From an optimization exercise on the open Yosys and OpenROAD flow, aimed at a short achievable clock period and few clock cycles; shortcuts taken in it are not production practice. In this exercise RTL edits were held to simulation tests only and were not proved equivalent to the original. Power figures rest on the tool's default switching activity, not on a simulated workload.

--- flow/flow/run.sh ---
#!/bin/bash
# The standard layout, with timing repair aimed at a 3 ns period (7 ns of
# setup margin on the 10 ns clock) so that the achieved period shrinks.
set -euo pipefail
bash standard.sh SETUP_SLACK_MARGIN=7 finish > standard_flow.log 2>&1
--- flow/standard.sh ---
#!/bin/bash
# synth_recipe.tcl (not shown) runs the flow's synth.tcl, then flattens the netlist and writes it again
# the make line also repeats each setting of config.mk as NAME=value (left out here)
make -C /OpenROAD-flow-scripts/flow DESIGN_CONFIG=/design/flow/config.mk WORK_HOME=/design/flow/orfs CLKGATE_MAP_FILE= SYNTH_SCRIPT=/design/flow/synth_recipe.tcl "${@:-finish}"
--- flow/config.mk ---
export PLATFORM = sky130hd
export DESIGN_NAME = multistage_graph_shortest_path
export DESIGN_NICKNAME = multistage_graph_shortest_path
export VERILOG_FILES = /design/flow/design.v
export SDC_FILE = /design/flow/constraint.sdc
export NUM_CORES = 4
export LEC_CHECK = 0
export ABC_CLOCK_PERIOD_IN_PS = 3000
export CAP_MARGIN = 30
export CORE_MARGIN = 2
export CORE_UTILIZATION = 40
export PLACE_DENSITY = 0.6
export SLEW_MARGIN = 40
--- flow/constraint.sdc ---
create_clock -name core_clock -period 10.0 [get_ports {clk}]
set_input_delay 2.0000 -clock core_clock [delete_from_list [all_inputs] [get_ports {clk}]]
set_output_delay 2.0000 -clock core_clock [all_outputs]
set_load 0.01 [all_outputs]
--- flow/design.v ---
`default_nettype none
package msgsp_pkg;
  localparam int MAX_STAGES = 16;
  localparam int MAX_NODES  = 16;
  localparam int CW         = 32;    
  localparam int TOTAL_W    = 32;
  localparam int NODE_W     = 4;
  localparam int CNT_W      = 5;
  localparam int PATH_W     = 60;    
  localparam int QD         = 4;     
  localparam int PKT_W      = 1 + 4 + CW + NODE_W + PATH_W;
  localparam logic [1:0] REQ_DECL  = 2'd0;
  localparam logic [1:0] REQ_EDGE  = 2'd1;
  localparam logic [1:0] REQ_SOLVE = 2'd2;
endpackage
`default_nettype wire
`default_nettype none
module msgsp_ctrl (
  input  logic                        clk,
  input  logic                        rst,
  input  logic                        pkt_we,
  input  logic [msgsp_pkg::PKT_W-1:0] pkt,
  input  logic [2:0]                  solves_in_flight,
  output logic                        in_ready,
  output logic                        out_valid,
  input  logic                        out_ready,
  output logic [41:0]                 out_data
);
  localparam int QD = msgsp_pkg::QD;
  localparam int PW = msgsp_pkg::PATH_W;
  localparam int CW = msgsp_pkg::CW;
  logic [QD-1:0][msgsp_pkg::PKT_W-1:0] fifo;
  logic [1:0]                          wp;
  logic [1:0]                          rp;
  logic [2:0]                          fcnt;
  logic          e_valid;
  logic          e_found;
  logic [3:0]    e_nm1;
  logic [3:0]    e_j;
  logic [CW-1:0] e_cost;
  logic [3:0]    e_node;
  logic [PW-1:0] e_path;
  logic          skid_valid;
  logic [41:0]   skid;
  logic          e_last;
  logic [41:0]   p_data;
  logic          push;
  logic          load;
  logic          adv;
  always_comb begin
    e_last = !e_found || (e_j == e_nm1);
    if (e_found) begin
      p_data = {e_j, e_last ? e_node : e_path[3:0], e_last ? e_cost : {CW{1'b0}}, 1'b0, e_last};
    end else begin
      p_data = {40'b0, 1'b1, 1'b1};
    end
    push = e_valid && !skid_valid;
    load = (!e_valid || (push && e_last)) && (fcnt != '0);
    adv  = !out_valid || out_ready;
  end
  always_ff @(posedge clk) begin
    if (rst) begin
      wp         <= '0;
      rp         <= '0;
      fcnt       <= '0;
      e_valid    <= 1'b0;
      skid_valid <= 1'b0;
      out_valid  <= 1'b0;
      in_ready   <= 1'b1;
    end else begin
      if (pkt_we) wp <= wp + 2'd1;
      if (load) rp <= rp + 2'd1;
      fcnt <= fcnt + 3'(pkt_we) - 3'(load);
      if (load) e_valid <= 1'b1;
      else if (push && e_last) e_valid <= 1'b0;
      if (adv) begin
        out_valid  <= skid_valid || push;
        skid_valid <= 1'b0;
      end else if (push) begin
        skid_valid <= 1'b1;
      end
      in_ready <= (4'(solves_in_flight) + 4'(fcnt) + 4'd2) <= 4'(QD);
    end
  end
  always_ff @(posedge clk) begin
    if (pkt_we) fifo[wp] <= pkt;
    if (load) begin
      {e_found, e_nm1, e_cost, e_node, e_path} <= fifo[rp];
      e_j <= '0;
    end else if (push) begin
      e_j    <= e_j + 4'd1;
      e_path <= e_path >> 4;
    end
    if (push) skid <= p_data;
  end
  always_ff @(posedge clk) begin
    if (rst) out_data <= '0;
    else if (adv) out_data <= skid_valid ? skid : p_data;
  end
endmodule
`default_nettype wire
`default_nettype none
module msgsp_datapath (
  input  logic                        clk,
  input  logic                        rst,
  input  logic                        in_valid,
  input  logic                        in_ready,
  input  logic [30:0]                 in_data,
  output logic                        pkt_we,
  output logic [msgsp_pkg::PKT_W-1:0] pkt,
  output logic [2:0]                  solves_in_flight
);
  localparam int CW = msgsp_pkg::CW;
  localparam int PW = msgsp_pkg::PATH_W;
  localparam int N  = msgsp_pkg::MAX_NODES;
  logic [30:0] q0;
  logic        v0;
  always_ff @(posedge clk) begin
    q0 <= in_data;
    v0 <= !rst && in_valid && in_ready;
  end
  logic [4:0]    st_cnt;
  logic [4:0]    prev_size;
  logic [4:0]    cur_size;
  logic          a_decl;
  logic          a_edge;
  logic          a_solve;
  logic          a_first;
  logic          a_fwd;
  logic          a_alt;
  logic          a_rd_reached;
  logic [3:0]    a_f;
  logic [3:0]    a_t;
  logic [3:0]    a_slot;
  logic [15:0]   a_ec;
  logic [4:0]    a_cnt;
  logic [CW-1:0] a_rd_cost;
  logic          b_decl;
  logic          b_ev;
  logic          b_solve;
  logic          b_first;
  logic          b_use_alt;
  logic [3:0]    b_f;
  logic [3:0]    b_t;
  logic [N-1:0]  b_tsel;
  logic [CW-1:0] b_cand_n;
  logic [CW-1:0] b_cand_a;
  logic [PW-1:0] b_path;
  logic [4:0]    b_cnt;
  logic          c_decl;
  logic          c_ev;
  logic          c_solve;
  logic          c_first;
  logic          c_ltcur;
  logic          c_ltc;
  logic          c_prevhit;
  logic          c_bltcur;
  logic          c_bltc;
  logic          c_prevbest;
  logic [3:0]    c_f;
  logic [3:0]    c_t;
  logic [N-1:0]  c_tsel;
  logic [CW-1:0] c_cand;
  logic [PW-1:0] c_path;
  logic [4:0]    c_cnt;
  logic [CW-1:0] last_cand;
  logic [N-1:0][CW-1:0] prev_cost;
  logic [N-1:0][CW-1:0] cur_cost;
  logic [N-1:0]         prev_reached;
  logic [N-1:0]         cur_reached;
  logic [N-1:0][3:0]    cur_parent;
  logic [N-1:0][PW-1:0] prev_path;
  logic [N-1:0][PW-1:0] cur_path;
  logic                 best_valid;
  logic [CW-1:0]        best_cost;
  logic [3:0]           best_node;
  logic [N-1:0]         hit;
  logic                 hit_any;
  logic                 best_upd;
  logic [1:0]  d_ty;
  logic [4:0]  d_cnt;
  logic [3:0]  d_f;
  logic [3:0]  d_t;
  logic [15:0] d_ec;
  logic [4:0]  d_n;
  logic        d_decl;
  logic        d_edge;
  logic        d_solve;
  logic        d_stage1;
  assign d_ty     = q0[30:29];
  assign d_cnt    = q0[28:24];
  assign d_f      = q0[23:20];
  assign d_t      = q0[19:16];
  assign d_ec     = q0[15:0];
  assign d_n      = d_cnt[4] ? 5'd16 : d_cnt;
  assign d_decl   = v0 && (d_ty == msgsp_pkg::REQ_DECL) && (d_cnt != '0) && !st_cnt[4];
  assign d_edge   = v0 && (d_ty == msgsp_pkg::REQ_EDGE) && (st_cnt >= 5'd2)
                 && ({1'b0, d_f} < prev_size) && ({1'b0, d_t} < cur_size);
  assign d_solve  = v0 && (d_ty == msgsp_pkg::REQ_SOLVE);
  assign d_stage1 = (st_cnt == 5'd2);
  always_ff @(posedge clk) begin
    if (rst) begin
      st_cnt <= '0;
    end else if (d_solve) begin
      st_cnt <= '0;
    end else if (d_decl) begin
      st_cnt <= st_cnt + 5'd1;
    end
    if (d_decl) begin
      prev_size <= cur_size;
      cur_size  <= d_n;
    end
  end
  logic          s1_src_cur;
  logic          s1_r0;
  logic [CW-1:0] s1_cost;
  logic          s1_reached;
  logic          s1_fwd;
  logic          s1_alt;
  logic          s1_fc;
  logic          s1_fb;
  always_comb begin
    s1_src_cur = a_decl || b_decl || c_decl;
    s1_cost    = s1_src_cur ? cur_cost[d_f] : prev_cost[d_f];
    s1_r0      = s1_src_cur ? cur_reached[d_f] : prev_reached[d_f];
    s1_fc      = c_ev && (c_t == d_f);
    s1_fb      = b_ev && (b_t == d_f);
    s1_reached = s1_r0;
    s1_fwd     = 1'b0;
    s1_alt     = 1'b0;
    if (a_decl) begin
      if (b_decl) begin
        s1_reached = 1'b0;
      end else begin
        s1_reached = (c_decl ? 1'b0 : (s1_r0 || s1_fc)) || s1_fb;
        s1_fwd     = !c_decl && s1_fc && hit_any;
        s1_alt     = s1_fb;
      end
    end else if (b_decl) begin
      if (c_decl) begin
        s1_reached = 1'b0;
      end else begin
        s1_reached = s1_r0 || s1_fc;
        s1_fwd     = s1_fc && hit_any;
      end
    end
    if (d_stage1) begin
      s1_reached = 1'b1;
      s1_cost    = '0;
      s1_fwd     = 1'b0;
      s1_alt     = 1'b0;
    end
  end
  always_ff @(posedge clk) begin
    if (rst) begin
      a_decl  <= 1'b0;
      a_edge  <= 1'b0;
      a_solve <= 1'b0;
    end else begin
      a_decl  <= d_decl;
      a_edge  <= d_edge;
      a_solve <= d_solve;
    end
    a_first      <= (st_cnt == '0);
    a_f          <= d_f;
    a_t          <= d_t;
    a_ec         <= d_ec;
    a_slot       <= 4'(st_cnt - 5'd2);
    a_cnt        <= st_cnt;
    a_rd_cost    <= s1_cost;
    a_rd_reached <= s1_reached;
    a_fwd        <= s1_fwd;
    a_alt        <= s1_alt;
  end
  logic [CW-1:0] s2_base;
  logic [CW-1:0] s2_ec;
  logic [PW-1:0] s2_src;
  logic [PW-1:0] s2_path;
  always_comb begin
    s2_base = a_fwd ? last_cand : a_rd_cost;
    s2_ec   = {{(CW-16){a_ec[15]}}, a_ec};
    if (b_decl || c_decl) begin
      s2_src = (b_decl && c_ev && (c_t == a_f) && hit_any) ? c_path : cur_path[a_f];
    end else begin
      s2_src = prev_path[a_f];
    end
    for (int k = 0; k < PW / 4; k++) begin
      s2_path[4*k +: 4] = (a_slot == 4'(k)) ? a_f : s2_src[4*k +: 4];
    end
  end
  always_ff @(posedge clk) begin
    if (rst) begin
      b_decl  <= 1'b0;
      b_ev    <= 1'b0;
      b_solve <= 1'b0;
    end else begin
      b_decl  <= a_decl;
      b_ev    <= a_edge && a_rd_reached;
      b_solve <= a_solve;
    end
    b_first   <= a_first;
    b_f       <= a_f;
    b_t       <= a_t;
    b_tsel    <= N'(1) << a_t;
    b_cand_n  <= s2_base + s2_ec;
    b_cand_a  <= c_cand + s2_ec;
    b_use_alt <= a_alt && hit_any;
    b_path    <= s2_path;
    b_cnt     <= a_cnt;
  end
  logic [CW-1:0] s3_cand;
  logic          s3_samet;
  always_comb begin
    s3_cand  = b_use_alt ? b_cand_a : b_cand_n;
    s3_samet = c_ev && (c_t == b_t);
  end
  always_ff @(posedge clk) begin
    if (rst) begin
      c_decl  <= 1'b0;
      c_ev    <= 1'b0;
      c_solve <= 1'b0;
    end else begin
      c_decl  <= b_decl;
      c_ev    <= b_ev;
      c_solve <= b_solve;
    end
    c_first <= b_first;
    c_f     <= b_f;
    c_t     <= b_t;
    c_tsel  <= b_tsel;
    c_cand  <= s3_cand;
    c_path  <= b_path;
    c_cnt   <= b_cnt;
    c_ltcur <= {~s3_cand[CW-1], s3_cand[CW-2:0], b_f}
             < {~cur_cost[b_t][CW-1], cur_cost[b_t][CW-2:0], cur_parent[b_t]};
    c_ltc   <= {~s3_cand[CW-1], s3_cand[CW-2:0], b_f}
             < {~c_cand[CW-1], c_cand[CW-2:0], c_f};
    c_prevhit <= s3_samet && hit_any;
    c_bltcur <= {~s3_cand[CW-1], s3_cand[CW-2:0], b_t}
              < {~best_cost[CW-1], best_cost[CW-2:0], best_node};
    c_bltc   <= {~s3_cand[CW-1], s3_cand[CW-2:0], b_t}
              < {~c_cand[CW-1], c_cand[CW-2:0], c_t};
    c_prevbest <= best_upd;
  end
  logic lt_eff;
  always_comb begin
    lt_eff = c_prevhit ? c_ltc : c_ltcur;
    for (int j = 0; j < N; j++) begin
      hit[j] = c_ev && c_tsel[j] && (!cur_reached[j] || lt_eff);
    end
    hit_any  = |hit;
    best_upd = c_ev && (!best_valid || (c_prevbest ? c_bltc : c_bltcur));
  end
  always_ff @(posedge clk) begin
    last_cand <= c_cand;
    for (int j = 0; j < N; j++) begin
      if (c_decl) begin
        prev_cost[j]    <= cur_cost[j];
        prev_reached[j] <= cur_reached[j];
        prev_path[j]    <= cur_path[j];
        cur_reached[j]  <= 1'b0;
      end else if (hit[j]) begin
        cur_cost[j]     <= c_cand;
        cur_parent[j]   <= c_f;
        cur_reached[j]  <= 1'b1;
        cur_path[j]     <= c_path;
      end
    end
    if (c_decl) begin
      best_valid <= c_first;
      best_cost  <= '0;
      best_node  <= '0;
    end else if (best_upd) begin
      best_valid <= 1'b1;
      best_cost  <= c_cand;
      best_node  <= c_t;
    end
  end
  assign pkt_we = c_solve;
  assign pkt    = {(c_cnt != '0) && best_valid, 4'(c_cnt - 5'd1), best_cost, best_node,
                   cur_path[best_node]};
  assign solves_in_flight = 3'(d_solve) + 3'(a_solve) + 3'(b_solve) + 3'(c_solve);
endmodule
`default_nettype wire
`default_nettype none
module multistage_graph_shortest_path (
  input  logic            clk,
  input  logic            rst,
  input  logic            in_valid,
  output logic            in_ready,
  input  logic [30:0]     in_data,
  output logic            out_valid,
  input  logic            out_ready,
  output logic [41:0]     out_data
);
  logic                        pkt_we;
  logic [msgsp_pkg::PKT_W-1:0] pkt;
  logic [2:0]                  solves_in_flight;
  msgsp_datapath u_datapath (
    .clk              (clk),
    .rst              (rst),
    .in_valid         (in_valid),
    .in_ready         (in_ready),
    .in_data          (in_data),
    .pkt_we           (pkt_we),
    .pkt              (pkt),
    .solves_in_flight (solves_in_flight)
  );
  msgsp_ctrl u_ctrl (
    .clk              (clk),
    .rst              (rst),
    .pkt_we           (pkt_we),
    .pkt              (pkt),
    .solves_in_flight (solves_in_flight),
    .in_ready         (in_ready),
    .out_valid        (out_valid),
    .out_ready        (out_ready),
    .out_data         (out_data)
  );
endmodule
`default_nettype wire
==> notes.md, run 1 <==
r2r endpoint=u_datapath.c_ltcur; clock insertion delay at the later pin of the skew report=980 ps; total power after layout=0.0414 W; Max-Slew Margin vs Limit=0.394; number of standard-cell rows in the floorplan=240; total congestion overflow after global routing=0; count of final max-slew check failures=0; I/O pin cnt=79; Worst R2R Setup Slack=6310 ps; Post-layout nets=9767; number of antenna violations at the first check in global routing=10; leading cell type by number of instances after synthesis=sky130_fd_sc_hd__edfxtp_1; Setup TNS=0 ps; GRT Overall Usage=0.212; TritonCTS buffer count=424; synthesis-to-finish area growth=16.3%; share of flip-flops with an asynchronous set or reset after synthesis=0; number of DRC violations after detailed routing=0; most common flop cell mapped by yosys=sky130_fd_sc_hd__edfxtp_1; clock sink count=4120; RSZ-0062 raised after global routing=yes; Seq/Total Area, Yosys=0.687; final routed wirelength across all metal layers=471000 µm; slew at the pin closest to its max-slew limit=909 ps; starting density of the core=0.402; Yosys cell types=75; origin of the critical flop-to-flop path=u_datapath.b_t[0]; synthesized instance count=9177; fraction of synthesized cell area taken by the top area cell type=0.625; area of the die=436000 µm²; Pre-antenna DRT Iters=7; number of buffers inserted by port buffering=78; Peak supply drop=0.140 mV; final HPWL from detailed placement=250000 µm; termination of the worst setup path=u_datapath.c_ltcur; fin util=0.468; largest area contributor in the synthesized netlist=sky130_fd_sc_hd__edfxtp_1; leakage power total=66.3 nW; hold slack=319 ps; count of yosys warnings during synthesis=2; power density over the cells=207 nW/µm²; Synth top cells by count=sky130_fd_sc_hd__edfxtp_1 (3582), sky130_fd_sc_hd__mux4_2 (1504), sky130_fd_sc_hd__inv_1 (572); cell count of the worst reg-to-reg path=14; via density per instance=5.89; clock-pin slew reported for the worst setup and hold paths after clock tree synthesis=60 ps; max-cap violations=0; core outline area=428000 µm²; CP Launch Point=u_datapath.b_t[0]; final weighted congestion in routability-driven placement=0.830; time the final worst path needs with I/O delays and setup=3690 ps; most area-consuming cells after synthesis=sky130_fd_sc_hd__edfxtp_1 (62%), sky130_fd_sc_hd__mux4_2 (20%), sky130_fd_sc_hd__dfxtp_1 (6.3%); mean area per synthesized cell=18.8 µm²; flops & latches, synth=4120; category of the most critical setup path=register to register; detail-routed net length per standard cell=30.2 µm; hold_buf cts=0; wire length of the first global-routing pass=675000 µm; number of endpoints with negative hold slack in the final report=0; number of nets still failing antenna checks after routing=0; vertical extent of the die=660 µm; post-synthesis cell area=172000 µm²; number of global-route vias before repair=94000; run status=complete, no violations; maximum root-to-sink buffer count=4; number of nets produced by synthesis=9413; Worst Setup End Kind=register; share of final-layout standard cells stronger than drive strength 1=0.302; via count=91900; number of DRC markers in iteration 0=11200; data required time of the critical path=10880 ps; type of the tightest min-delay check=register to register; root buf cell=sky130_fd_sc_hd__clkbuf_16; fill cell instance count of the final layout=35200; width of the die=660 µm; maximum number of pins on one net before global-route repair=114; maximum fanout count along the critical path=7; Post-synth EDFFs=3582; clock tree skew after final layout=40.4 ps; startpoint class of the critical path=register; Final Cycle Share=0.369; TritonCTS clock tree=built; number of H-tree levels=5; worst endpoint data arrival time=4560 ps; FMAX=0.271 GHz; setup violation total in the final timing report=0
==> stage by stage <==
step | instances | setup slack (ps) | area, µm²
CTS | 15500 | 6300 | 199000
detailed placement | 14600 | 5040 | 181000
global placement | 14600 | 5000 | 180000
global route | 15600 | 6230 | 200000
finish | 15600 | 6310 | 200000
floorplan | 9177 | -2520 | 172000
==> flip-flops by register name, summed over array words and instances (netlist names), 64 cells and up <==
name	count
u_datapath.prev_path	960
u_datapath.cur_cost	512
u_datapath.cur_parent	64
u_datapath.cur_path	960
u_ctrl.fifo	404
u_datapath.prev_cost	512
==> metal layers <==
metal	global-route usage	vias up	wire length, µm
met4	0.0543	4	12800
met3	0.0330	694	34500
li1	-	37900	-
met5	0	-	21
met2	0.354	4043	233000
met1	0.290	49300	191000
==> worst max-delay path: stages (launching register included) <==
cell and delay [ps]:
sky130_fd_sc_hd__dfxtp_4 480, sky130_fd_sc_hd__buf_12 180, sky130_fd_sc_hd__buf_16 130, sky130_fd_sc_hd__buf_4 130, sky130_fd_sc_hd__mux4_2 520, sky130_fd_sc_hd__mux4_2 530, sky130_fd_sc_hd__inv_1 90, sky130_fd_sc_hd__ha_1 250
sky130_fd_sc_hd__a21oi_2 150, sky130_fd_sc_hd__o21ai_1 80, sky130_fd_sc_hd__a21o_1 170, sky130_fd_sc_hd__a221o_1 380, sky130_fd_sc_hd__a21oi_4 210, sky130_fd_sc_hd__o31ai_1 90, sky130_fd_sc_hd__a211oi_1 200
==> report_power, final <==
group	internal [W]	total [W]	switching (W)	leakage [nW]
logic	0.00194	0.00412	0.00219	22.2
clock network	0.0100	0.0168	0.00678	7.31
registers	0.0197	0.0205	0.000745	36.9
==> cells in the final DEF (no fill, tap or decap), types with 25 or more instances in the layout <==
| cell | netlist | final |
|---|---|---|
| sky130_fd_sc_hd__buf_16 | 0 | 59 |
| sky130_fd_sc_hd__nand2_1 | 512 | 508 |
| sky130_fd_sc_hd__nor2_1 | 212 | 203 |
| sky130_fd_sc_hd__clkbuf_16 | 0 | 451 |
| sky130_fd_sc_hd__buf_12 | 0 | 53 |
| sky130_fd_sc_hd__nor3_1 | 35 | 30 |
| sky130_fd_sc_hd__clkdlybuf4s50_1 | 0 | 33 |
| sky130_fd_sc_hd__clkbuf_8 | 0 | 60 |
| sky130_fd_sc_hd__dfxtp_4 | 0 | 51 |
| sky130_fd_sc_hd__nand4_1 | 29 | 29 |
| sky130_fd_sc_hd__mux2i_1 | 123 | 119 |
| sky130_fd_sc_hd__dfxtp_2 | 0 | 39 |
| sky130_fd_sc_hd__mux2_2 | 117 | 99 |
| sky130_fd_sc_hd__edfxtp_1 | 3582 | 3582 |
| sky130_fd_sc_hd__dfxtp_1 | 538 | 448 |
| sky130_fd_sc_hd__inv_1 | 572 | 563 |
| sky130_fd_sc_hd__o21ai_0 | 341 | 323 |
| sky130_fd_sc_hd__a21o_1 | 56 | 56 |
| sky130_fd_sc_hd__nand2b_1 | 33 | 31 |
| sky130_fd_sc_hd__a211oi_1 | 50 | 45 |
| sky130_fd_sc_hd__and2_1 | 47 | 45 |
| sky130_fd_sc_hd__bufinv_16 | 0 | 58 |
| sky130_fd_sc_hd__nor2b_1 | 42 | 39 |
| sky130_fd_sc_hd__ha_1 | 196 | 171 |
| sky130_fd_sc_hd__clkinv_2 | 0 | 76 |
| sky130_fd_sc_hd__buf_4 | 18 | 149 |
| sky130_fd_sc_hd__clkbuf_1 | 334 | 80 |
| sky130_fd_sc_hd__xnor2_1 | 56 | 53 |
| sky130_fd_sc_hd__mux4_2 | 1504 | 1504 |
| sky130_fd_sc_hd__a21oi_1 | 250 | 207 |
| sky130_fd_sc_hd__buf_6 | 5 | 105 |
| sky130_fd_sc_hd__clkinvlp_4 | 0 | 25 |
| sky130_fd_sc_hd__o22ai_1 | 157 | 157 |
==> logic make-up after synthesis <==
| logic type | Yosys count | share of synthesized area |
|---|---|---|
| fa+ha+maj | 201 | 0.0148 |
| buf+inv | 1103 | 0.0253 |
| xor+xnor | 80 | 0.00407 |
| flops | 4120 | 0.687 |
| mux | 1745 | 0.212 |
| compound gates | 960 | 0.0324 |
| simple gates | 968 | 0.0244 |
==> timing repair <==
action / in CTS / in global routing
setup endpoints to repair: 1920 / 608
setup buffers: 89 / 37
cloned: 40 / 11
resized for setup: 595 / 102
pin swaps: 51 / 55
==> worst min-delay path by stage <==
stage	start	endpoint	slack, ps	cells after the start
6_report	u_datapath.b_path[37]	u_datapath.c_path[37]	320	0
4_1_cts	u_datapath.b_path[37]	u_datapath.c_path[37]	320	0
3_5_place_dp	u_datapath.b_path[51]	u_datapath.c_path[51]	310	0
2_1_floorplan	u_datapath.q0[0]	u_datapath.a_ec[0]	310	0
5_1_grt	u_datapath.b_path[37]	u_datapath.c_path[37]	330	0
3_3_place_gp	u_datapath.b_path[12]	u_datapath.c_path[12]	310	0
==> layout make-up <==
class | instances | area (µm²) | share of cell area
Clock inverter | 221 | 2830 | 0.0141
Multi-Input combinational cell | 3954 | 50700 | 0.253
Tap cell | 5687 | 7120 | 0.0355
Clock buffer | 580 | 12100 | 0.0606
Inverter | 575 | 2170 | 0.0108
Timing Repair Buffer | 456 | 6660 | 0.0333
Antenna cell | 3 | 7.51 | 0.0000375
Sequential cell | 4120 | 119000 | 0.592
Testbench counts, summed over its fixed seeds: cycles 44,071.
==> run 2: changes to the inputs <==
--- a/flow/design.v
+++ b/flow/design.v
@@ -113,12 +113,31 @@
   localparam int CW = msgsp_pkg::CW;
   localparam int PW = msgsp_pkg::PATH_W;
   localparam int N  = msgsp_pkg::MAX_NODES;
-  logic [30:0] q0;
-  logic        v0;
+  logic [30:0]  q0;
+  logic         v0;
+  logic [N-1:0] q0_fsel;
+  logic [N-1:0] q0_tsel;
   always_ff @(posedge clk) begin
-    q0 <= in_data;
-    v0 <= !rst && in_valid && in_ready;
+    q0      <= in_data;
+    v0      <= !rst && in_valid && in_ready;
+    q0_fsel <= N'(1) << in_data[23:20];
+    q0_tsel <= N'(1) << in_data[19:16];
   end
+  function automatic logic [CW-1:0] pick_cost(input logic [N-1:0] sel,
+                                              input logic [N-1:0][CW-1:0] tab);
+    pick_cost = '0;
+    for (int j = 0; j < N; j++) pick_cost = pick_cost | (tab[j] & {CW{sel[j]}});
+  endfunction
+  function automatic logic [msgsp_pkg::PATH_W-1:0] pick_path(
+      input logic [N-1:0] sel, input logic [N-1:0][msgsp_pkg::PATH_W-1:0] tab);
+    pick_path = '0;
+    for (int j = 0; j < N; j++) pick_path = pick_path | (tab[j] & {msgsp_pkg::PATH_W{sel[j]}});
+  endfunction
+  function automatic logic [3:0] pick_node(input logic [N-1:0] sel,
+                                           input logic [N-1:0][3:0] tab);
+    pick_node = '0;
+    for (int j = 0; j < N; j++) pick_node = pick_node | (tab[j] & {4{sel[j]}});
+  endfunction
   logic [4:0]    st_cnt;
   logic [4:0]    prev_size;
   logic [4:0]    cur_size;
@@ -131,6 +150,8 @@
   logic          a_rd_reached;
   logic [3:0]    a_f;
   logic [3:0]    a_t;
+  logic [N-1:0]  a_fsel;
+  logic [N-1:0]  a_tsel;
   logic [3:0]    a_slot;
   logic [15:0]   a_ec;
   logic [4:0]    a_cnt;
@@ -174,6 +195,7 @@
   logic                 best_valid;
   logic [CW-1:0]        best_cost;
   logic [3:0]           best_node;
+  logic [N-1:0]         best_sel;
   logic [N-1:0]         hit;
   logic                 hit_any;
   logic                 best_upd;
@@ -221,10 +243,10 @@
   logic          s1_fb;
   always_comb begin
     s1_src_cur = a_decl || b_decl || c_decl;
-    s1_cost    = s1_src_cur ? cur_cost[d_f] : prev_cost[d_f];
-    s1_r0      = s1_src_cur ? cur_reached[d_f] : prev_reached[d_f];
-    s1_fc      = c_ev && (c_t == d_f);
-    s1_fb      = b_ev && (b_t == d_f);
+    s1_cost    = s1_src_cur ? pick_cost(q0_fsel, cur_cost) : pick_cost(q0_fsel, prev_cost);
+    s1_r0      = s1_src_cur ? |(q0_fsel & cur_reached) : |(q0_fsel & prev_reached);
+    s1_fc      = c_ev && |(c_tsel & q0_fsel);
+    s1_fb      = b_ev && |(b_tsel & q0_fsel);
     s1_reached = s1_r0;
     s1_fwd     = 1'b0;
     s1_alt     = 1'b0;
@@ -264,6 +286,8 @@
     a_first      <= (st_cnt == '0);
     a_f          <= d_f;
     a_t          <= d_t;
+    a_fsel       <= q0_fsel;
+    a_tsel       <= q0_tsel;
     a_ec         <= d_ec;
     a_slot       <= 4'(st_cnt - 5'd2);
     a_cnt        <= st_cnt;
@@ -280,9 +304,9 @@
     s2_base = a_fwd ? last_cand : a_rd_cost;
     s2_ec   = {{(CW-16){a_ec[15]}}, a_ec};
     if (b_decl || c_decl) begin
-      s2_src = (b_decl && c_ev && (c_t == a_f) && hit_any) ? c_path : cur_path[a_f];
+      s2_src = (b_decl && c_ev && |(c_tsel & a_fsel) && hit_any) ? c_path : pick_path(a_fsel, cur_path);
     end else begin
-      s2_src = prev_path[a_f];
+      s2_src = pick_path(a_fsel, prev_path);
     end
     for (int k = 0; k < PW / 4; k++) begin
       s2_path[4*k +: 4] = (a_slot == 4'(k)) ? a_f : s2_src[4*k +: 4];
@@ -301,7 +325,7 @@
     b_first   <= a_first;
     b_f       <= a_f;
     b_t       <= a_t;
-    b_tsel    <= N'(1) << a_t;
+    b_tsel    <= a_tsel;
     b_cand_n  <= s2_base + s2_ec;
     b_cand_a  <= c_cand + s2_ec;
     b_use_alt <= a_alt && hit_any;
@@ -310,9 +334,13 @@
   end
   logic [CW-1:0] s3_cand;
   logic          s3_samet;
+  logic [CW-1:0] s3_cost;
+  logic [3:0]    s3_parent;
   always_comb begin
-    s3_cand  = b_use_alt ? b_cand_a : b_cand_n;
-    s3_samet = c_ev && (c_t == b_t);
+    s3_cand   = b_use_alt ? b_cand_a : b_cand_n;
+    s3_samet  = c_ev && |(c_tsel & b_tsel);
+    s3_cost   = pick_cost(b_tsel, cur_cost);
+    s3_parent = pick_node(b_tsel, cur_parent);
   end
   always_ff @(posedge clk) begin
     if (rst) begin
@@ -332,7 +360,7 @@
     c_path  <= b_path;
     c_cnt   <= b_cnt;
     c_ltcur <= {~s3_cand[CW-1], s3_cand[CW-2:0], b_f}
-             < {~cur_cost[b_t][CW-1], cur_cost[b_t][CW-2:0], cur_parent[b_t]};
+             < {~s3_cost[CW-1], s3_cost[CW-2:0], s3_parent};
     c_ltc   <= {~s3_cand[CW-1], s3_cand[CW-2:0], b_f}
              < {~c_cand[CW-1], c_cand[CW-2:0], c_f};
     c_prevhit <= s3_samet && hit_any;
@@ -370,15 +398,17 @@
       best_valid <= c_first;
       best_cost  <= '0;
       best_node  <= '0;
+      best_sel   <= N'(1);
     end else if (best_upd) begin
       best_valid <= 1'b1;
       best_cost  <= c_cand;
       best_node  <= c_t;
+      best_sel   <= c_tsel;
     end
   end
   assign pkt_we = c_solve;
   assign pkt    = {(c_cnt != '0) && best_valid, 4'(c_cnt - 5'd1), best_cost, best_node,
-                   cur_path[best_node]};
+                   pick_path(best_sel, cur_path)};
   assign solves_in_flight = 3'(d_solve) + 3'(a_solve) + 3'(b_solve) + 3'(c_solve);
 endmodule
 `default_nettype wire
==> flow/flow/run.sh (replaced) <==
#!/bin/bash
# The standard layout (the standard.sh, standard synthesis) with timing
# repair aimed at a 3 ns period: 7 ns of setup margin on the 10 ns clock, so
# that the achieved period shrinks. The clock, constraints and every other
# setting stay the design's.
# If antenna violations survive the detailed router's own repair loop, the
# routing (global and detailed) is made again with less met1 capacity in
# the global router, which moves long runs off met1; at most twice.
# Each make run's full output goes to a log file of its own here; ORFS keeps
# its per-step logs under orfs/logs.
set -euo pipefail
MARGIN="SETUP_SLACK_MARGIN=7"
REP=orfs/reports/${FLOW_PLATFORM}/multistage_graph_shortest_path/base
LOGS=orfs/logs/${FLOW_PLATFORM}/multistage_graph_shortest_path/base

bash standard.sh "$MARGIN" route > make_route.log 2>&1

antenna_bad() {
  [[ ! -f $REP/drt_antennas.log ]] || grep -q VIOLATED $REP/drt_antennas.log
}

try=1
for adj in 0.5 0.7; do
  antenna_bad || break
  mkdir -p route_try$try
  cp -r $LOGS/5_* $REP/drt_antennas.log route_try$try/ 2>/dev/null || true
  sed "s/@MET1@/$adj/" flow/fastroute.tcl.in > fastroute_try$try.tcl
  bash standard.sh "$MARGIN" clean_route > make_clean_try$try.log 2>&1
  bash standard.sh "$MARGIN" FASTROUTE_TCL=$PWD/fastroute_try$try.tcl route > make_route_try$try.log 2>&1
  try=$((try + 1))
done

if [[ $try -gt 1 ]]; then
  FR="FASTROUTE_TCL=$PWD/fastroute_try$((try - 1)).tcl"
else
  FR="$MARGIN"
fi
bash standard.sh "$MARGIN" "$FR" finish > make_finish.log 2>&1
==> flow/flow/fastroute.tcl.in (new file) <==
# The platform's global routing setup, with less capacity on met1.
set_global_routing_layer_adjustment $::env(MIN_ROUTING_LAYER)-$::env(MAX_ROUTING_LAYER) 0.2
set_global_routing_layer_adjustment met1 @MET1@

set_routing_layers -clock $::env(MIN_CLK_ROUTING_LAYER)-$::env(MAX_ROUTING_LAYER)
set_routing_layers -signal $::env(MIN_ROUTING_LAYER)-$::env(MAX_ROUTING_LAYER)
==> notes.md, run 2 <==
internal power contribution=0.0314 W (was 0.0317 W); Max-Slew Margin vs Limit=0.336 (was 0.394); largest delay contributor family on the critical path=flip-flops (was compound AO/OA/AOI/OAI gates); CP Launch Point=u_ctrl.out_data[41] (was u_datapath.b_t[0]); TritonCTS clock tree=built (unchanged); Worst Setup End Kind=primary output (was register); number of H-tree levels=5 (unchanged); type of the tightest min-delay check=register to register (unchanged); share of final-layout standard cells stronger than drive strength 1=0.156 (was 0.302); TritonCTS buffer count=421 (was 424); final non-filler cell total=16700 (was 15600); RSZ-0062 raised after global routing=yes (unchanged); root buf cell=sky130_fd_sc_hd__clkbuf_16 (unchanged); post-placement cell count=15700 (was 14600); clock-pin slew reported for the worst setup and hold paths after clock tree synthesis=70 ps (was 60 ps); layer with the highest usage after global routing=met2 (unchanged); CP Cell Sequence=buf_6 (was buf_12 > buf_16 > buf_4 > mux4_2 > mux4_2 > inv_1 > ha_1 > a21oi_2 > o21ai_1 > a21o_1 > a221o_1 > a21oi_4 > o31ai_1 > a211oi_1); sequential share of power=0.504 (was 0.494); maximum root-to-sink buffer count=4 (unchanged); final routed wirelength across all metal layers=579000 µm (was 471000 µm); run status=complete, no violations (unchanged); met2 usage in global routing=0.404 (was 0.354); time the final worst path needs with I/O delays and setup=3470 ps (was 3690 ps); fraction of synthesized cell area taken by the top area cell type=0.658 (was 0.625); detail-routed net length per standard cell=34.7 µm (was 30.2 µm); share of flip-flops with an asynchronous set or reset after synthesis=0 (unchanged); number of DRC markers in iteration 0=21700 (was 11200); Post-synth EDFFs=3582 (unchanged); commonest cells after routing, fill and taps aside=sky130_fd_sc_hd__edfxtp_1 (3582), sky130_fd_sc_hd__a22oi_1 (1383), sky130_fd_sc_hd__inv_1 (525) (was sky130_fd_sc_hd__edfxtp_1 (3582), sky130_fd_sc_hd__mux4_2 (1504), sky130_fd_sc_hd__inv_1 (563)); number of buffers inserted by port buffering=78 (unchanged); category of the most critical setup path=register to primary output (was register to register); starting density of the core=0.402 (about the same); Synth top cells by count=sky130_fd_sc_hd__edfxtp_1 (3582), sky130_fd_sc_hd__a22oi_1 (1383), sky130_fd_sc_hd__dfxtp_1 (618) (was sky130_fd_sc_hd__edfxtp_1 (3582), sky130_fd_sc_hd__mux4_2 (1504), sky130_fd_sc_hd__inv_1 (572)); most frequent standard cell in the layout excluding fill and tap cells=sky130_fd_sc_hd__edfxtp_1 (unchanged); buffering stage count on the worst path with inverters included=1 (was 4); Peak supply drop=0.264 mV (was 0.140 mV); Seq/Total Area, Yosys=0.733 (was 0.687); FMAX=0.288 GHz (was 0.271 GHz); number of antenna violations at the first check in global routing=29 (was 10); proportion of total power due to net switching=0.252 (was 0.235); fin util=0.468 (about the same); wire length of the first global-routing pass=803000 µm (was 675000 µm); worst endpoint data arrival time=1470 ps (was 4560 ps); max incr delay on CP=360 ps (was 530 ps); core outline area=407000 µm² (was 428000 µm²); via count=111000 (was 91900); setup violation total in the final timing report=0 (unchanged); Post-layout nets=11100 (was 9767); vertical extent of the die=643 µm (was 660 µm); data required time of the critical path=8000 ps (was 10880 ps); clock sink count=4200 (was 4120); share of power burned in combinational logic=0.114 (was 0.100); number of endpoints with negative hold slack in the final report=0 (unchanged); most area-consuming cells after synthesis=sky130_fd_sc_hd__edfxtp_1 (66%), sky130_fd_sc_hd__dfxtp_1 (7.6%), sky130_fd_sc_hd__a22oi_1 (6.3%) (was sky130_fd_sc_hd__edfxtp_1 (62%), sky130_fd_sc_hd__mux4_2 (20%), sky130_fd_sc_hd__dfxtp_1 (6.3%)); GRT Overall Usage=0.267 (was 0.212); clock insertion delay at the later pin of the skew report=1020 ps (was 980 ps); number of nets still failing antenna checks after routing=0 (unchanged); slew at the pin closest to its max-slew limit=996 ps (was 909 ps); grt met1 use=0.350 (was 0.290); flops & latches, synth=4200 (was 4120); leading cell type by number of instances after synthesis=sky130_fd_sc_hd__edfxtp_1 (unchanged); count of final max-slew check failures=0 (unchanged); startpoint class of the critical path=register (unchanged); Pre-antenna DRT Iters=10 (was 7); I/O pin cnt=79 (unchanged); area of the die=414000 µm² (was 436000 µm²); largest area contributor in the synthesized netlist=sky130_fd_sc_hd__edfxtp_1 (unchanged); mean area per synthesized cell=15.4 µm² (was 18.8 µm²); total congestion overflow after global routing=0 (unchanged); width of the die=643 µm (was 660 µm); reported net switching power=0.0106 W (was 0.00971 W); Clock Power Share=0.382 (was 0.406); synthesized instance count=10700 (was 9177); global-route track usage on met3=0.0652 (was 0.0330); maximum fanout count along the critical path=2 (was 7); number of DRC violations after detailed routing=0 (unchanged); number of global-route vias before repair=107000 (was 94000); leakage power total=62.9 nW (was 66.3 nW); synthesis-to-finish area growth=16.3% (about the same); clock tree skew after final layout=71.5 ps (was 40.4 ps); power density over the cells=221 nW/µm² (was 207 nW/µm²); max-cap violations=0 (unchanged); origin of the critical flop-to-flop path=u_datapath.a_fwd (was u_datapath.b_t[0]); Final Cycle Share=0.347 (was 0.369); count of yosys warnings during synthesis=2 (unchanged); via density per instance=6.63 (was 5.89); number of nets produced by synthesis=10900 (was 9413); largest registers=u_datapath.cur_path: 960 flops, u_datapath.prev_path: 960 flops (unchanged); most common flop cell mapped by yosys=sky130_fd_sc_hd__edfxtp_1 (unchanged); post-synthesis cell area=164000 µm² (was 172000 µm²); Hold Startpoint=u_datapath.a_t[0] (was u_datapath.b_path[37]); number of standard-cell rows in the floorplan=234 (was 240); final HPWL from detailed placement=303000 µm (was 250000 µm); Yosys cell types=72 (was 75); cell with the biggest individual delay on the critical path=sky130_fd_sc_hd__dfxtp_4 (was sky130_fd_sc_hd__mux4_2); final weighted congestion in routability-driven placement=0.908 (was 0.830); hold slack=301 ps (was 319 ps); maximum number of pins on one net before global-route repair=91 (was 114)
-- run 2: cell types whose count changed after synthesis, sizes merged, moves of 302 or more --
| cell | change |
|---|---|
| a221oi | +335 |
| nand3 | +429 |
| a22oi | +1377 |
| mux4 | -1403 |
| a22o | +331 |
| o21ai | -302 |
-- run 2: worst paths after layout --
check | cells past startpoint | slack [ps] | end
worst min-delay path | 0 | 300 | u_datapath.b_t[0]
worst max-delay path | 1 | 6530 | out_data[41]
worst min register to register | 0 | 300 | u_datapath.b_t[0]
worst max register to register | 14 | 6730 | u_datapath.b_cand_n[31]
-- run 2: cell type report --
cell class                 count  area, µm²
fill                       34200     216000
sequential                  4200     120000
multi-input combinational   5205      40700
clock buffer                 569      11600
tap                         5428       6790
timing repair buffer         541       6400
clock inverter               224       2420
inverter                     528       1980
antenna                        8       20.0
-- run 2: power groups by stage --
stage | clock network [W] | logic, W | registers, W
2_1_floorplan | 0 | 0.00267 | 0.0210
3_3_place_gp | 0 | 0.00390 | 0.0215
3_5_place_dp | 0 | 0.00404 | 0.0215
4_1_cts | 0.0161 | 0.00453 | 0.0211
5_1_grt | 0.0168 | 0.00510 | 0.0212
6_report | 0.0160 | 0.00479 | 0.0211
-- run 2: stage by stage --
stage | setup WS, ps | TNS, ps | total power [W] | cell area [µm²]
after global placement | 4980 | 0 | 0.0254 | 171000
after detailed placement | 5330 | 0 | 0.0255 | 172000
after CTS | 6470 | 0 | 0.0418 | 189000
after global routing | 6500 | 0 | 0.0431 | 190000
final | 6530 | 0 | 0.0420 | 190000
after floorplan | -1680 | -4175690 | 0.0237 | 164000
-- run 2: kinds of logic after synthesis --
logic type / synth area share
adder cells (fa/ha/maj): 0.0155
AND/OR/NAND/NOR: 0.0438
buffers and inverters: 0.0291
flip-flops: 0.733
AO/OA/AOI/OAI: 0.150
multiplexers: 0.0251
XOR/XNOR: 0.00348
-- run 2: metal layers --
metal | up-vias | wire length (µm)
met4 | 12 | 43300
met3 | 2129 | 76900
met1 | 54800 | 208000
met5 | - | 60
li1 | 44100 | -
met2 | 9655 | 251000
-- run 2: what timing repair did --
action                      CTS  global route
setup endpoints to repair  1913           461
hold buffers                  0             0
gates resized for setup     647           152
setup buffers               135            35
pin swaps                   113            66
cloned                       22             4
Testbench counts of run 2, summed over its fixed seeds: cycles 44,071.
==> run 3: changes to the inputs <==
==> flow/flow/run.sh (replaced) <==
#!/bin/bash
# The standard layout (the standard.sh, standard synthesis) with timing
# repair aimed at a 3 ns period: 7 ns of setup margin on the 10 ns clock, so
# that the achieved period shrinks. The clock, constraints and every other
# setting stay the design's, apart from the clock tree settings below.
# If antenna violations survive the detailed router's own repair loop, the
# routing (global and detailed) is made again with less met1 capacity in
# the global router, which moves long runs off met1; at most twice.
# Each make run's full output goes to a log file of its own here; ORFS keeps
# its per-step logs under orfs/logs.
set -euo pipefail
MARGIN="SETUP_SLACK_MARGIN=7"
CTSD="CTS_BUF_DISTANCE=200"
REP=orfs/reports/${FLOW_PLATFORM}/multistage_graph_shortest_path/base
LOGS=orfs/logs/${FLOW_PLATFORM}/multistage_graph_shortest_path/base

bash standard.sh "$MARGIN" "$CTSD" route > make_route.log 2>&1

antenna_bad() {
  [[ ! -f $REP/drt_antennas.log ]] || grep -q VIOLATED $REP/drt_antennas.log
}

try=1
for adj in 0.5 0.7; do
  antenna_bad || break
  mkdir -p route_try$try
  cp -r $LOGS/5_* $REP/drt_antennas.log route_try$try/ 2>/dev/null || true
  sed "s/@MET1@/$adj/" flow/fastroute.tcl.in > fastroute_try$try.tcl
  bash standard.sh "$MARGIN" "$CTSD" clean_route > make_clean_try$try.log 2>&1
  bash standard.sh "$MARGIN" "$CTSD" FASTROUTE_TCL=$PWD/fastroute_try$try.tcl route > make_route_try$try.log 2>&1
  try=$((try + 1))
done

if [[ $try -gt 1 ]]; then
  FR="FASTROUTE_TCL=$PWD/fastroute_try$((try - 1)).tcl"
else
  FR="$MARGIN"
fi
bash standard.sh "$MARGIN" "$CTSD" "$FR" finish > make_finish.log 2>&1
--- a/flow/config.mk
+++ b/flow/config.mk
@@ -9,5 +9,7 @@
 export CAP_MARGIN = 30
 export CORE_MARGIN = 2
 export CORE_UTILIZATION = 40
+export CTS_CLUSTER_DIAMETER = 80
+export CTS_CLUSTER_SIZE = 20
 export PLACE_DENSITY = 0.6
 export SLEW_MARGIN = 40
==> notes.md, run 3 <==
r2r endpoint=u_datapath.c_ltc (was u_datapath.b_cand_n[31]); total congestion overflow after global routing=0 (unchanged); number of DRC markers in iteration 0=21800 (was 21700); flops & latches, synth=4200 (unchanged); width of the die=643 µm (unchanged); total placed instance area=172000 µm² (unchanged); category of the most critical setup path=register to primary output (unchanged); startpoint class of the critical path=register (unchanged); most area-consuming cells after synthesis=sky130_fd_sc_hd__edfxtp_1 (66%), sky130_fd_sc_hd__dfxtp_1 (7.6%), sky130_fd_sc_hd__a22oi_1 (6.3%) (unchanged); cell count of the worst reg-to-reg path=13 (was 14); Worst Hold Path EP=u_datapath.c_path[58] (was u_datapath.b_t[0]); share of final-layout standard cells stronger than drive strength 1=0.127 (was 0.156); fraction of synthesized cell area taken by the top area cell type=0.658 (unchanged); Final Cycle Share=0.342 (was 0.347); final weighted congestion in routability-driven placement=0.908 (unchanged); summed area of non-filler cells in the final layout=183000 µm² (was 190000 µm²); count of yosys warnings during synthesis=2 (unchanged); TritonCTS clock tree=built (unchanged); commonest cells after routing, fill and taps aside=sky130_fd_sc_hd__edfxtp_1 (3582), sky130_fd_sc_hd__a22oi_1 (1382), sky130_fd_sc_hd__inv_1 (526) (was sky130_fd_sc_hd__edfxtp_1 (3582), sky130_fd_sc_hd__a22oi_1 (1383), sky130_fd_sc_hd__inv_1 (525)); via density per instance=6.66 (was 6.63); leading cell type by number of instances after synthesis=sky130_fd_sc_hd__edfxtp_1 (unchanged); wire length of the first global-routing pass=797000 µm (was 803000 µm); share of flip-flops with an asynchronous set or reset after synthesis=0 (unchanged); data required time of the critical path=8000 ps (about the same); largest area contributor in the synthesized netlist=sky130_fd_sc_hd__edfxtp_1 (unchanged); Post-synth EDFFs=3582 (unchanged); most frequent standard cell in the layout excluding fill and tap cells=sky130_fd_sc_hd__edfxtp_1 (unchanged); power density over the cells=197 nW/µm² (was 221 nW/µm²); FMAX=0.293 GHz (was 0.288 GHz); buffering stage count on the worst path with inverters included=1 (unchanged); synthesis-to-finish area growth=12.0% (was 16.3%); Max-Slew Margin vs Limit=0.340 (was 0.336); Worst R2R Setup Slack=6740 ps (was 6730 ps); time the final worst path needs with I/O delays and setup=3420 ps (was 3470 ps); leakage power total=59.4 nW (was 62.9 nW); starting density of the core=0.402 (unchanged); hold path cells=0 (unchanged); area of the die=414000 µm² (unchanged); run status=complete, no violations (unchanged); final non-filler cell total=16400 (was 16700); origin of the critical flop-to-flop path=u_datapath.b_use_alt (was u_datapath.a_fwd); clock-pin slew reported for the worst setup and hold paths after clock tree synthesis=90 ps (was 70 ps); Pre-antenna DRT Iters=10 (unchanged); fill cell instance count of the final layout=34800 (was 34200); CP Cell Sequence=buf_6 (unchanged); Worst Setup End Kind=primary output (unchanged); max incr delay on CP=370 ps (was 360 ps); number of buffers inserted by port buffering=78 (unchanged); synthesized instance count=10700 (unchanged); number of antenna violations at the first check in global routing=28 (was 29); number of endpoints with negative hold slack in the final report=0 (unchanged); type of the tightest min-delay check=register to register (unchanged); setup violation total in the final timing report=0 (unchanged); vertical extent of the die=643 µm (unchanged); post-placement cell count=15700 (unchanged); core outline area=407000 µm² (unchanged); largest delay contributor family on the critical path=flip-flops (unchanged); via count=109000 (was 111000); detail-routed net length per standard cell=35.0 µm (was 34.7 µm); number of nets still failing antenna checks after routing=0 (unchanged); TritonCTS buffer count=235 (was 421); post-synthesis cell area=164000 µm² (unchanged); Peak supply drop=0.270 mV (was 0.264 mV); number of H-tree levels=4 (was 5); RSZ-0062 raised after global routing=yes (unchanged); root buf cell=sky130_fd_sc_hd__clkbuf_16 (unchanged); count of final max-slew check failures=0 (unchanged); Seq/Total Area, Yosys=0.733 (unchanged); worst endpoint data arrival time=1420 ps (was 1470 ps); clock sink count=4200 (unchanged); number of DRC violations after detailed routing=0 (unchanged); maximum number of pins on one net before global-route repair=91 (unchanged); hold_buf cts=0 (unchanged); Yosys cell types=72 (unchanged); max-cap violations=0 (unchanged); GRT Overall Usage=0.266 (was 0.267); maximum fanout count along the critical path=2 (unchanged); slew at the pin closest to its max-slew limit=990 ps (was 996 ps); largest registers=u_datapath.cur_path: 960 flops, u_datapath.prev_path: 960 flops (unchanged); final routed wirelength across all metal layers=573000 µm (was 579000 µm); clock insertion delay at the later pin of the skew report=960 ps (was 1020 ps); mean area per synthesized cell=15.4 µm² (unchanged); final HPWL from detailed placement=303000 µm (unchanged); Hold Startpoint=u_datapath.b_path[58] (was u_datapath.a_t[0]); Synth top cells by count=sky130_fd_sc_hd__edfxtp_1 (3582), sky130_fd_sc_hd__a22oi_1 (1383), sky130_fd_sc_hd__dfxtp_1 (618) (unchanged); number of global-route vias before repair=105000 (was 107000); number of nets produced by synthesis=10900 (unchanged); most common flop cell mapped by yosys=sky130_fd_sc_hd__edfxtp_1 (unchanged); Post-layout nets=11000 (was 11100); clock tree skew after final layout=112 ps (was 71.5 ps); I/O pin cnt=79 (unchanged); number of standard-cell rows in the floorplan=234 (unchanged); maximum root-to-sink buffer count=4 (unchanged); cell with the biggest individual delay on the critical path=sky130_fd_sc_hd__dfxtp_4 (unchanged)
-- run 3: cell counts after synthesis --
Identical to the previous run, type by type.
-- run 3: worst max path at each step --
stage	start	to	slack, ps	cells past startpoint
after floorplan	u_datapath.c_decl	u_datapath.cur_cost[0]	-1680	4
after CTS	u_ctrl.out_data[41]	out_data[41]	6540	1
after detailed placement	u_datapath.c_ltcur	u_datapath.b_path[39]	5330	11
after global routing	u_ctrl.out_data[41]	out_data[41]	6540	1
final	u_ctrl.out_data[41]	out_data[41]	6580	1
after global placement	u_datapath.c_ltcur	u_datapath.b_path[58]	4980	11
-- run 3: routing by layer --
| metal | track usage | vias to the layer above | wire length, µm |
|---|---|---|---|
| met2 | 0.403 | 9419 | 249000 |
| li1 | - | 43500 | - |
| met5 | 0 | - | 82 |
| met3 | 0.0634 | 1934 | 75900 |
| met1 | 0.351 | 54100 | 207000 |
| met4 | 0.147 | 8 | 41100 |
-- run 3: power breakdown --
part,total (W),leakage [nW],internal (W),switching (W)
combinational,0.00478,18.5,0.00205,0.00273
sequential,0.0211,37.6,0.0202,0.000936
clock,0.0102,3.28,0.00455,0.00565
-- run 3: area by class of cell --
cell class	instances	area, µm²	area share
Multi-Input combinational cell	5205	40500	0.221
Sequential cell	4200	120000	0.657
Clock buffer	421	6660	0.0364
Antenna cell	16	40.0	0.000218
Timing Repair Buffer	558	6650	0.0363
Clock inverter	18	248	0.00135
Inverter	528	1980	0.0108
Tap cell	5428	6790	0.0371
-- run 3: what timing repair did --
item | in CTS | in global routing
resized for setup | 645 | 143
endpoints found under the setup margin | 1913 | 401
hold endpoints to repair | 0 | 0
pin swaps | 112 | 86
cloned | 23 | 3
setup buffers | 145 | 43
-- run 3: cell families after synthesis --
logic type,after synthesis,synth area share
AOI/OAI and AO/OA,3204,0.150
adders and majority gates,200,0.0155
buffers and inverters,1253,0.0291
and+or+nand+nor,1465,0.0438
DFF,4200,0.733
xor gates and xnor gates,65,0.00348
muxes,268,0.0251
-- run 3: through the flow --
| step | TNS [ps] | setup slack (ps) | power [W] | utilization | hold WS [ps] |
|---|---|---|---|---|---|
| after global placement | 0 | 4980 | 0.0254 | 0.420 | 310 |
| final | 0 | 6580 | 0.0361 | 0.451 | 266 |
| after detailed placement | 0 | 5330 | 0.0255 | 0.422 | 312 |
| after global routing | 0 | 6540 | 0.0372 | 0.451 | 262 |
| after CTS | 0 | 6540 | 0.0359 | 0.448 | 230 |
| after floorplan | -4175690 | -1680 | 0.0237 | - | 310 |

[re-timing with driven ports]
Ports are ideal in the flow. The routed layouts listed here were re-timed in OpenROAD.
Step 1 (the two cells are an assumption about what drives the block):
set clk [get_ports {clk}]
set_driving_cell -lib_cell sky130_fd_sc_hd__clkbuf_16 $clk
set_driving_cell -lib_cell sky130_fd_sc_hd__buf_2 [delete_from_list [all_inputs] $clk]
Step 2, shift: input delay + t, output delay - t, t = (earliest + latest rising clock arrival at the registers) / 2. This alone moves slack from input paths to output paths.
Slacks: ideal ports / drivers / drivers and shift; pairs: ideal ports / drivers.
run | t (ns) | setup WS [ns] | hold WS [ns] | pins driven straight from the clock port
run 1 | 1.067 | 6.314 / 6.314 / 6.175 | 0.319 / 0.319 / 0.319 | 1
run 2 | 1.095 | 6.531 / 6.411 / 6.390 | 0.301 / 0.301 / 0.301 | 1
run 3 | 1.014 | 6.583 / 6.475 / 6.248 | 0.266 / 0.266 / 0.266 | 1
After both steps setup and hold are still met in every run listed. For run 3, which loses most, drivers alone change the setup slack by -0.108 ns; drivers and shift together by -0.335 ns.
